This design comes from an exercise in tuning for small area on the open sky130 flow, not from production work.
Only simulation tests tie the RTL to the original design; equivalence was not proved.
The flow treats the clock pin as an ideal source, which a real chip does not have.
Power is estimated from default activity; no workload was simulated.

==> flow/design.v (excerpt) <==
module image_readback_streamer #(
  parameter int unsigned TOTAL_BITS = image_pkg::TOTAL_BITS
) (
  input  logic                                 clk,
  input  logic                                 rst_n,
  input  logic                                 start_i,
  input  logic                                 abort_i,
  input  logic                                 img_valid_i,
  input  logic [TOTAL_BITS-1:0]                img_in_i,
  output logic [7:0]                           tx_data_o,
  output logic                                 tx_valid_o,
  input  logic                                 tx_ready_i,
  output logic                                 busy_o,
  output logic                                 done_o,
  output logic                                 err_not_ready_o,
  output logic [$clog2(TOTAL_BITS/8+1)-1:0]    byte_idx_o
);
Settings: LEC_CHECK=0, CAP_MARGIN=20, CORE_AREA=2.76 2.72 467.1 122.4, DIE_AREA=0 0 470 125, PLACE_DENSITY=0.75, SLEW_MARGIN=20, SYNTH_HIERARCHICAL=1, SYNTH_MINIMUM_KEEP_SIZE=0; clock period 5.0 ns.
standard.sh (not shown) runs the stock make flow with config.mk's settings and CLKGATE_MAP_FILE= SYNTH_SCRIPT=/design/flow/synth_recipe.tcl, a recipe that flattens the netlist after the stock synthesis.
==> flow/flow/run.sh <==
#!/bin/bash
# Own layout flow: the standard flow (standard synthesis unchanged), with the port buffers
# made of the smallest buffer and a clock tree of smaller buffers without dummy loads.
set -euo pipefail
export BUFFER_PORTS_ARGS="-buffer_cell sky130_fd_sc_hd__buf_1"
export CTS_ARGS="-sink_clustering_enable -repair_clock_nets -dont_use_dummy_load -sink_clustering_size 8 -sink_clustering_max_diameter 25 -buf_list {sky130_fd_sc_hd__clkbuf_4}"
bash standard.sh synth > synth.log 2>&1
bash standard.sh finish > layout.log 2>&1
Next try:
--- a/flow/flow/run.sh
+++ b/flow/flow/run.sh
@@ -6 +6 @@
-export CTS_ARGS="-sink_clustering_enable -repair_clock_nets -dont_use_dummy_load -sink_clustering_size 8 -sink_clustering_max_diameter 25 -buf_list {sky130_fd_sc_hd__clkbuf_4}"
+export CTS_ARGS="-sink_clustering_enable -repair_clock_nets -dont_use_dummy_load -sink_clustering_size 14 -sink_clustering_max_diameter 40 -buf_list {sky130_fd_sc_hd__clkbuf_8}"
=> The new run produced a clean layout; total power hardly moves; setup slack got worse by 0.10 ns; non-clock buffer count stays the same; clock power stays flat; flip-flop and latch count stays the same.

---

Another version of the RTL of image_readback_streamer (not shown whole).
Size: roughly 920 flip-flops, roughly 930 I/O pins, roughly 28,000 sq um of cells after synthesis.
export LEC_CHECK = 0
export CAP_MARGIN = 20
export CORE_AREA = 2.76 2.72 467.1 157.76
export DIE_AREA = 0 0 470 160
export PLACE_DENSITY = 0.6
export SLEW_MARGIN = 20
export SYNTH_HIERARCHICAL = 1
export SYNTH_MINIMUM_KEEP_SIZE = 0
create_clock -name core_clock -period 5.0 [get_ports {clk}]
==> flow/flow/run.sh <==
#!/bin/bash
# Own layout flow: the standard flow (standard synthesis unchanged), with the port buffers
# made of the smallest buffer, a clock tree of smaller buffers without dummy loads, and a fanout
# limit for the buffering of high-fanout nets.
set -euo pipefail
export BUFFER_PORTS_ARGS="-buffer_cell sky130_fd_sc_hd__buf_1"
export CTS_ARGS="-sink_clustering_enable -repair_clock_nets -dont_use_dummy_load -sink_clustering_size 8 -sink_clustering_max_diameter 25 -buf_list {sky130_fd_sc_hd__clkbuf_4}"
export PRE_GLOBAL_PLACE_TCL="$PWD/flow/fanout.tcl"
export PRE_RESIZE_TCL="$PWD/flow/fanout.tcl"
export PRE_CTS_TCL="$PWD/flow/fanout.tcl"
export PRE_GLOBAL_ROUTE_TCL="$PWD/flow/fanout.tcl"
bash standard.sh synth > synth.log 2>&1
bash standard.sh finish > layout.log 2>&1
==> flow/flow/fanout.tcl <==
# Keep the wide select nets in buffer trees of modest fanout, which route more cleanly.
set_max_fanout 80 [current_design]
Edit:
--- a/flow/flow/run.sh
+++ b/flow/flow/run.sh
@@ -7 +7 @@
-export CTS_ARGS="-sink_clustering_enable -repair_clock_nets -dont_use_dummy_load -sink_clustering_size 8 -sink_clustering_max_diameter 25 -buf_list {sky130_fd_sc_hd__clkbuf_4}"
+export CTS_ARGS="-sink_clustering_enable -repair_clock_nets -dont_use_dummy_load -sink_clustering_size 14 -sink_clustering_max_diameter 40 -buf_list {sky130_fd_sc_hd__clkbuf_8}"
=> Wire length shrinks by 0.68%; clock-buffer cell count shrinks by 61; design area stays flat.

---

before:
image_readback_streamer with an RTL version that a note above also has.
Size in the first run: ~2,400 cells after synthesis, ~930 I/O pins, ~31,000 um2 of cells after synthesis.
Settings: LEC_CHECK=0, CAP_MARGIN=5, CORE_AREA=2.76 2.72 467.1 122.4, DIE_AREA=0 0 470 125, PLACE_DENSITY=0.75, SLEW_MARGIN=5, SYNTH_HIERARCHICAL=1, SYNTH_MINIMUM_KEEP_SIZE=0; clock period 5.0 ns.
==> flow/flow/run.sh <==
#!/bin/bash
# Own layout flow: the standard flow (standard synthesis unchanged), with the port buffers
# made of the smallest buffer and a clock tree of smaller buffers without dummy loads.
set -euo pipefail
export BUFFER_PORTS_ARGS="-buffer_cell sky130_fd_sc_hd__buf_1"
export CTS_ARGS="-sink_clustering_enable -repair_clock_nets -dont_use_dummy_load -sink_clustering_size 14 -sink_clustering_max_diameter 40 -buf_list {sky130_fd_sc_hd__clkbuf_8}"
bash standard.sh synth > synth.log 2>&1
bash standard.sh finish > layout.log 2>&1
### before -> after
- CAP_MARGIN changed from 5 to 20
- SLEW_MARGIN changed from 5 to 20
==> flow/flow/run.sh <==
#!/bin/bash
# Own layout flow: the standard flow (standard synthesis unchanged), with the port buffers
# made of the smallest buffer and a clock tree of smaller buffers without dummy loads.
set -euo pipefail
export BUFFER_PORTS_ARGS="-buffer_cell sky130_fd_sc_hd__buf_1"
export CTS_ARGS="-sink_clustering_enable -repair_clock_nets -dont_use_dummy_load -sink_clustering_size 24 -sink_clustering_max_diameter 50 -buf_list {sky130_fd_sc_hd__clkbuf_16}"
bash standard.sh synth > synth.log 2>&1
bash standard.sh finish > layout.log 2>&1
==> results.txt <==
- In terms of flip-flop and latch share of the layout cell area, before and after differ only marginally.
- Comparing before against after, there is no change at all in die outline area.
- In the final design statistics, after uses fewer standard cells in total than before.
- Post-layout instance area: before vs after — no meaningful difference
- Summary of the comparison: clock network area share is higher in after, relative to before.
- Cmp after vs before: maximum frequency lower in after
- Between before and after, the HPWL after detailed placement does not differ in any meaningful way.
- Between before and after, global-route usage is lower for after, before comes in above that.
- Diff after..before | combinational group share of total power | negligible
- For the worst hold margin, after came in 140 ps lower than before did.

---

The RTL this note starts from:
==> flow/design.v <==
package image_pkg;
  localparam int unsigned IMG_WIDTH  = 30;
  localparam int unsigned IMG_HEIGHT = 30;
  localparam int unsigned TOTAL_BITS = 904;
  localparam int unsigned BYTE_W     = 8;
  localparam int unsigned NUM_BYTES  = TOTAL_BITS / BYTE_W;
  typedef enum logic [1:0] {
    StIdle,
    StStream,
    StCsum,
    StDone
  } rb_state_e;
endpackage
module irs_bit (
  input  logic ld,     
  input  logic sh,     
  input  logic hd,     
  input  logic d,
  input  logic up,
  input  logic q,
  output logic y
);
  assign y = ~((ld & d) | (sh & up) | (hd & q));
endmodule
module irs_bit_top (
  input  logic ld,
  input  logic hd,
  input  logic d,
  input  logic q,
  output logic y
);
  assign y = ~((ld & d) | (hd & q));
endmodule
module image_readback_streamer #(
  parameter int unsigned TOTAL_BITS = image_pkg::TOTAL_BITS
) (
  input  logic                                 clk,
  input  logic                                 rst_n,
  input  logic                                 start_i,
  input  logic                                 abort_i,
  input  logic                                 img_valid_i,
  input  logic [TOTAL_BITS-1:0]                img_in_i,
  output logic [7:0]                           tx_data_o,
  output logic                                 tx_valid_o,
  input  logic                                 tx_ready_i,
  output logic                                 busy_o,
  output logic                                 done_o,
  output logic                                 err_not_ready_o,
  output logic [$clog2(TOTAL_BITS/8+1)-1:0]    byte_idx_o
);
  localparam int unsigned NUM_BYTES = TOTAL_BITS / 8;
  localparam int unsigned IDX_W     = $clog2(NUM_BYTES + 1);
  logic                  stream_q;    
  logic                  done_q;      
  logic [IDX_W-1:0]      idx_q;
  logic                  err_q;
  logic                  inv_q;       
  logic [TOTAL_BITS-1:0] shadow_q, shadow_d;
  logic                  last_byte;
  logic                  ld, sh, hd;
  assign last_byte = (idx_q == IDX_W'(NUM_BYTES - 1));
  always_ff @(posedge clk or negedge rst_n) begin
    if (!rst_n) begin
      stream_q <= 1'b0;
      done_q   <= 1'b0;
      idx_q    <= '0;
      err_q    <= 1'b0;
    end else begin
      err_q  <= !abort_i && !stream_q && !done_q && start_i && !img_valid_i;
      done_q <= !abort_i && stream_q && tx_ready_i && last_byte;
      if (abort_i) begin
        stream_q <= 1'b0;
        idx_q    <= '0;
      end else if (stream_q) begin
        if (tx_ready_i) begin
          if (last_byte) begin
            stream_q <= 1'b0;
            idx_q    <= '0;
          end else begin
            idx_q <= idx_q + IDX_W'(1);
          end
        end
      end else if (!done_q && start_i && img_valid_i) begin
        stream_q <= 1'b1;
      end
    end
  end
  assign ld = !stream_q;
  assign sh = stream_q && tx_ready_i;
  assign hd = stream_q && !tx_ready_i;
  always_ff @(posedge clk) begin
    inv_q <= stream_q ? !inv_q : 1'b1;
  end
  for (genvar i = 0; i < TOTAL_BITS - 8; i++) begin : g_bit
    irs_bit u_bit (.ld(ld), .sh(sh), .hd(hd), .d(img_in_i[i]), .up(shadow_q[i + 8]),
                   .q(shadow_q[i]), .y(shadow_d[i]));
  end
  for (genvar i = TOTAL_BITS - 8; i < TOTAL_BITS; i++) begin : g_top
    irs_bit_top u_bit (.ld(ld), .hd(hd), .d(img_in_i[i]), .q(shadow_q[i]), .y(shadow_d[i]));
  end
  always_ff @(posedge clk) begin
    shadow_q <= shadow_d;
  end
  assign tx_data_o       = {8{stream_q}} & (shadow_q[7:0] ^ {8{inv_q}});
  assign tx_valid_o      = stream_q;
  assign busy_o          = stream_q;
  assign done_o          = done_q;
  assign byte_idx_o      = idx_q;
  assign err_not_ready_o = err_q;
endmodule
==> flow/config.mk <==
export PLATFORM = sky130hd
export DESIGN_NAME = image_readback_streamer
export DESIGN_NICKNAME = image_readback_streamer
export VERILOG_FILES = /design/flow/design.v
export SDC_FILE = /design/flow/constraint.sdc
export NUM_CORES = 4
export LEC_CHECK = 0
export CAP_MARGIN = 20
export CORE_AREA = 2.76 2.72 467.1 157.76
export DIE_AREA = 0 0 470 160
export PLACE_DENSITY = 0.6
export SLEW_MARGIN = 20
export SYNTH_HIERARCHICAL = 1
export SYNTH_MINIMUM_KEEP_SIZE = 0
==> flow/constraint.sdc <==
create_clock -name core_clock -period 5.0 [get_ports {clk}]
set_input_delay 1.0000 -clock core_clock [delete_from_list [all_inputs] [get_ports {clk}]]
set_output_delay 1.0000 -clock core_clock [all_outputs]
set_load 0.01 [all_outputs]
==> flow/flow/run.sh <==
#!/bin/bash
# Own layout flow: the standard flow (standard synthesis unchanged), with the port buffers
# made of the smallest buffer, a clock tree of smaller buffers without dummy loads, and a fanout
# limit for the buffering of high-fanout nets.
set -euo pipefail
export BUFFER_PORTS_ARGS="-buffer_cell sky130_fd_sc_hd__buf_1"
export CTS_ARGS="-sink_clustering_enable -repair_clock_nets -dont_use_dummy_load -sink_clustering_size 14 -sink_clustering_max_diameter 40 -buf_list {sky130_fd_sc_hd__clkbuf_8}"
export PRE_GLOBAL_PLACE_TCL="$PWD/flow/fanout.tcl"
export PRE_RESIZE_TCL="$PWD/flow/fanout.tcl"
export PRE_CTS_TCL="$PWD/flow/fanout.tcl"
export PRE_GLOBAL_ROUTE_TCL="$PWD/flow/fanout.tcl"
bash standard.sh synth > synth.log 2>&1
bash standard.sh finish > layout.log 2>&1
==> flow/flow/fanout.tcl <==
# Keep the wide select nets in buffer trees of modest fanout, which route more cleanly.
set_max_fanout 32 [current_design]
Rerun with:
==> flow/flow/fanout.tcl (replaced) <==
# Keep the wide select nets in buffer trees of modest fanout, which route more cleanly.
set_max_fanout 80 [current_design]
=>
- The changed run went through all stages and came out clean
- synthesized area is unchanged
- worst setup slack improves by 0.097 ns
- die area stays the same
- sequential cell count is unchanged
- cell area shrinks slightly
- critical path depth is unchanged
- combinational power shrinks by a few percent

[separate check: timing with driven ports]
The results above use ideal ports. As a check the final layouts listed here were re-extracted and re-timed, cells and wires unchanged. Step 1: set_driving_cell puts a clkbuf_16 on clk and a buf_2 on each other input, an assumption about the parent block. Step 2 times the ports against the registers' clock, not the clock port: input delays grow and output delays shrink by t, the midpoint of the rising clock arrivals with the driver on. Slacks: ideal / step 1 / step 2; pairs: ideal / step 1.
run	t (ns)	setup WS [ns]	hold slack, ns	worst slew at a driven data input, ns	pins driven straight from the clock port
the first run of note 1	0.994	0.767 / 0.767 / 0.767	0.026 / -0.012 / 0.475	0.12	1
the second run of note 1	0.761	0.665 / 0.665 / 0.665	0.247 / 0.205 / 0.473	0.12	1
the first run of note 2	0.954	1.417 / 1.359 / 1.735	0.220 / 0.185 / 0.358	0.13	1
the second run of note 2	0.760	1.627 / 1.568 / 1.750	0.294 / 0.262 / 0.390	0.14	1
before	0.776	0.617 / 0.617 / 0.617	0.459 / 0.426 / 0.466	0.12	1
after	0.676	0.585 / 0.584 / 0.584	0.320 / 0.278 / 0.471	0.12	1
the first run of note 4	0.750	1.537 / 1.471 / 1.723	0.285 / 0.248 / 0.369	0.15	1
the second run of note 4	0.747	1.634 / 1.575 / 1.872	0.296 / 0.264 / 0.375	0.14	1
After both steps setup and hold are still met in every run listed. The setup slack of after, which loses most, moves by -0.001 ns with the drivers and by -0.001 ns with both steps.
